What follows belongs to an exercise in optimizing a design on an open flow for small area, a short achievable clock period and few clock cycles per item; a production flow would make more cautious choices. Only simulation tests tie the RTL to the original design; equivalence was not proved.

main:
==> flow/design.v (excerpt) <==
module stream_byte_reassembler_core (
	input  logic               clk,
	input  logic               arst_n,
	input  logic               req_valid,
	output logic               req_stall,
	input  logic               kind,
	input  logic [POS_W-1:0]   stream_index,
	input  logic [BYTE_W-1:0]  data_byte,
	input  logic               ends_stream,
	input  logic [SPACE_W-1:0] downstream_space,
	output logic               rsp_valid,
	input  logic               rsp_stall,
	output logic               out_valid,
	output logic [BYTE_W-1:0]  out_byte,
	output logic               last_of_run,
	output logic [SPACE_W-1:0] pending_count,
	output logic               stream_closed
);
Size in the first run: ~2500 cells after synthesis, ~750 flip-flops, roughly 73 I/O pins, ~36000 um^2 of cells after synthesis.
Settings: LEC_CHECK=0, CAP_MARGIN=20, CORE_MARGIN=2, CORE_UTILIZATION=40, CTS_BUF_LIST=sky130_fd_sc_hd__clkbuf_4 sky130_fd_sc_hd__clkbuf_8, SETUP_SLACK_MARGIN=3.0, SLEW_MARGIN=20; clock period 6.0 ns.
run.sh (not shown) runs the stock make flow with config.mk's settings and CLKGATE_MAP_FILE= SYNTH_SCRIPT=/design/flow/synth_recipe.tcl, a recipe that flattens the netlist after the stock synthesis.
Testbench counts of main, summed over its fixed seeds: cycles 14,740, items 9,629.
Changes in the feature branch relative to main:
-- flow/design.v --
<<< main, line 52
	endfunction
	logic              qv_q;
	logic [IW-1:0]     qplo_q;
	logic [SPACE_W-1:0] qd_q;
>>> the feature branch, line 52
	endfunction
	logic              qv_q;
	logic              qkind_q;
	logic [IW-1:0]     qplo_q;
	logic [SPACE_W-1:0] qd_q;
<<< main, line 64
	logic              blk_q;       
	logic              em_q;
	logic              r1v_q, r1d_q, r1l_q, r1f_q, r1nm_q, r1pcl_q;
	logic [BYTE_W-1:0] r1b_q;
	logic [IW-1:0]     r1rk_q;
	logic [SPACE_W-1:0] r1er_q;
	logic              r2v_q, r2d_q, r2l_q, r2f_q, r2nm_q, r2pcl_q;
	logic [BYTE_W-1:0] r2b_q;
	logic [IW-1:0]     r2k_q;
>>> the feature branch, line 65
	logic              blk_q;       
	logic              em_q;
	logic [SPACE_W-1:0] ra_q;
	logic              r1v_q, r1d_q, r1l_q, r1f_q, r1nm_q, r1s_q, r1pcl_q;
	logic [BYTE_W-1:0] r1b_q;
	logic [IW-1:0]     r1rk_q;
	logic [SPACE_W-1:0] r1er_q;
	logic              r2v_q, r2d_q, r2l_q, r2f_q, r2nm_q, r2s_q, r2pcl_q;
	logic [BYTE_W-1:0] r2b_q;
	logic [IW-1:0]     r2k_q;
<<< main, line 100
	assign d6     = qd_q[IW-1:0];
	assign closed = oc_q;
	assign in_range = qsmall_q && !qd_q[IW];
	assign in_win   = !closed && in_range && (qd_q < qroom_q);
	assign st0      = in_win && (d6 == '0);
>>> the feature branch, line 102
	assign d6     = qd_q[IW-1:0];
	assign closed = oc_q;
	assign in_range = !qkind_q && qsmall_q && !qd_q[IW];
	assign in_win   = !closed && in_range && (qd_q < qroom_q);
	assign st0      = in_win && (d6 == '0);
<<< main, line 115
	assign nonempty = !closed && !z0;
	assign last0    = closed || z0 || z1;
	assign last_e   = (r1rk_q == IW'(1)) || !rel_q[1];
	logic [SPACE_W-1:0] er;
	logic               er_small;
>>> the feature branch, line 117
	assign nonempty = !closed && !z0;
	assign last0    = closed || z0 || z1;
	assign last_e   = (ra_q == SPACE_W'(1)) || !rel_q[1];
	logic [SPACE_W-1:0] er;
	logic               er_small;
<<< main, line 135
	logic [SPACE_W-1:0] kfull, pa_new;
	logic               cl_new;
	assign kfull  = {1'b0, r2k_q} + SPACE_W'(r2d_q);
	assign pa_new = op_q + SPACE_W'(r2nm_q) - kfull;
	assign cl_new = oc_q || (r2pcl_q && (r2er_q == kfull));
>>> the feature branch, line 137
	logic [SPACE_W-1:0] kfull, pa_new;
	logic               cl_new;
	assign kfull  = {1'b0, r2k_q} + SPACE_W'(r2s_q);
	assign pa_new = op_q + SPACE_W'(r2nm_q) - kfull;
	assign cl_new = oc_q || (r2pcl_q && (r2er_q == kfull));
<<< main, line 210
	always_ff @(posedge clk) begin
		if (take) begin
			qplo_q   <= stream_index[IW-1:0];
			qd_q     <= dn;
			qsmall_q <= sn && !kind;
			qbyte_q  <= data_byte;
			qroom_q  <= (downstream_space > SPACE_W'(WINDOW)) ? SPACE_W'(WINDOW) : downstream_space;
>>> the feature branch, line 212
	always_ff @(posedge clk) begin
		if (take) begin
			qkind_q  <= kind;
			qplo_q   <= stream_index[IW-1:0];
			qd_q     <= dn;
			qsmall_q <= sn;
			qbyte_q  <= data_byte;
			qroom_q  <= (downstream_space > SPACE_W'(WINDOW)) ? SPACE_W'(WINDOW) : downstream_space;
<<< main, line 221
		end
		if (do_proc) begin
			r1d_q   <= nonempty;
			r1b_q   <= !nonempty ? '0 : st0 ? qbyte_q : rd_byte;
>>> the feature branch, line 224
		end
		if (do_proc) begin
			ra_q    <= room1;
			r1d_q   <= nonempty;
			r1b_q   <= !nonempty ? '0 : st0 ? qbyte_q : rd_byte;
<<< main, line 226
			r1f_q   <= 1'b1;
			r1nm_q  <= nm;
			r1pcl_q <= !closed && end_known_q && er_small;
			r1er_q  <= er;
			r1rk_q  <= room1[IW-1:0];
		end else if (do_emit) begin
			r1rk_q  <= r1rk_q - IW'(1);
			r1d_q   <= 1'b1;
			r1b_q   <= rd_byte;
>>> the feature branch, line 230
			r1f_q   <= 1'b1;
			r1nm_q  <= nm;
			r1s_q   <= nonempty;
			r1pcl_q <= !closed && end_known_q && er_small;
			r1er_q  <= er;
			r1rk_q  <= room1[IW-1:0];
		end else if (do_emit) begin
			ra_q    <= ra_q - SPACE_W'(1);
			r1d_q   <= 1'b1;
			r1b_q   <= rd_byte;
<<< main, line 242
			r2f_q   <= r1f_q;
			r2nm_q  <= r1nm_q;
			r2pcl_q <= r1pcl_q;
			r2er_q  <= r1er_q;
			r2k_q   <= r1d_q ? pe64(kz) : '0;
		end
		if (r2_move) begin
>>> the feature branch, line 247
			r2f_q   <= r1f_q;
			r2nm_q  <= r1nm_q;
			r2s_q   <= r1s_q;
			r2pcl_q <= r1pcl_q;
			r2er_q  <= r1er_q;
			r2k_q   <= r1s_q ? pe64(kz) : '0;
		end
		if (r2_move) begin
Findings:
- Against main, the feature branch comes in 5.4% higher on clock buffer instance count of the final layout.
- Between main and the feature branch, the flow reports sequential cell count increasing slightly.
- Compared with main, in the feature branch total die area -about 0.7%; multiplexer fraction of the synthesized cell area went down by 0.23 points; endpoint required time on the critical path barely changed; post-layout minimum cycle time went down 120 ps.
- The feature branch vs main, core utilization of the finished layout went down by 0.18 points.
- Comparing main and the feature branch, the lower length of routed wiring on met1 was measured on the feature branch.
- Against main, total non-filler cell area in the finished layout in the feature branch came out better.
- Setup slack in the feature branch is larger than in main.
- Maximum clock frequency for the feature branch is higher than for main.
- The die span in y in the feature branch sits about 0.34% below the value recorded for main.
Testbench counts of the feature branch, summed over its fixed seeds: cycles 14,740, items 9,629.

-- static timing again, ports no longer ideal --
How much do the figures lean on ideal ports? The routed layouts below were timed once more, with nothing changed but the port constraints. Step 1 assumes that a clkbuf_16 drives the clock port and a buf_2 every other input. Step 2, shift: input delay + t, output delay - t, t = (earliest + latest rising clock arrival at the registers) / 2. This alone moves slack from input paths to output paths. a / b / c = ideal ports / drivers / drivers and shift; a / b = the first two.
| run | shift t [ns] | setup WS [ns] | hold slack, ns | worst data-port slew with drivers (ns) |
|---|---|---|---|---|
| main | 0.875 | 2.908 / 2.908 / 2.101 | 0.420 / 0.420 / 0.420 | 0.08 |
| the feature branch | 0.867 | 3.025 / 3.020 / 2.261 | 0.416 / 0.389 / 0.416 | 0.13 |
After both steps setup and hold are still met in every run listed. The setup slack of main, which loses most, moves by 0.000 ns with the drivers and by -0.807 ns with both steps.
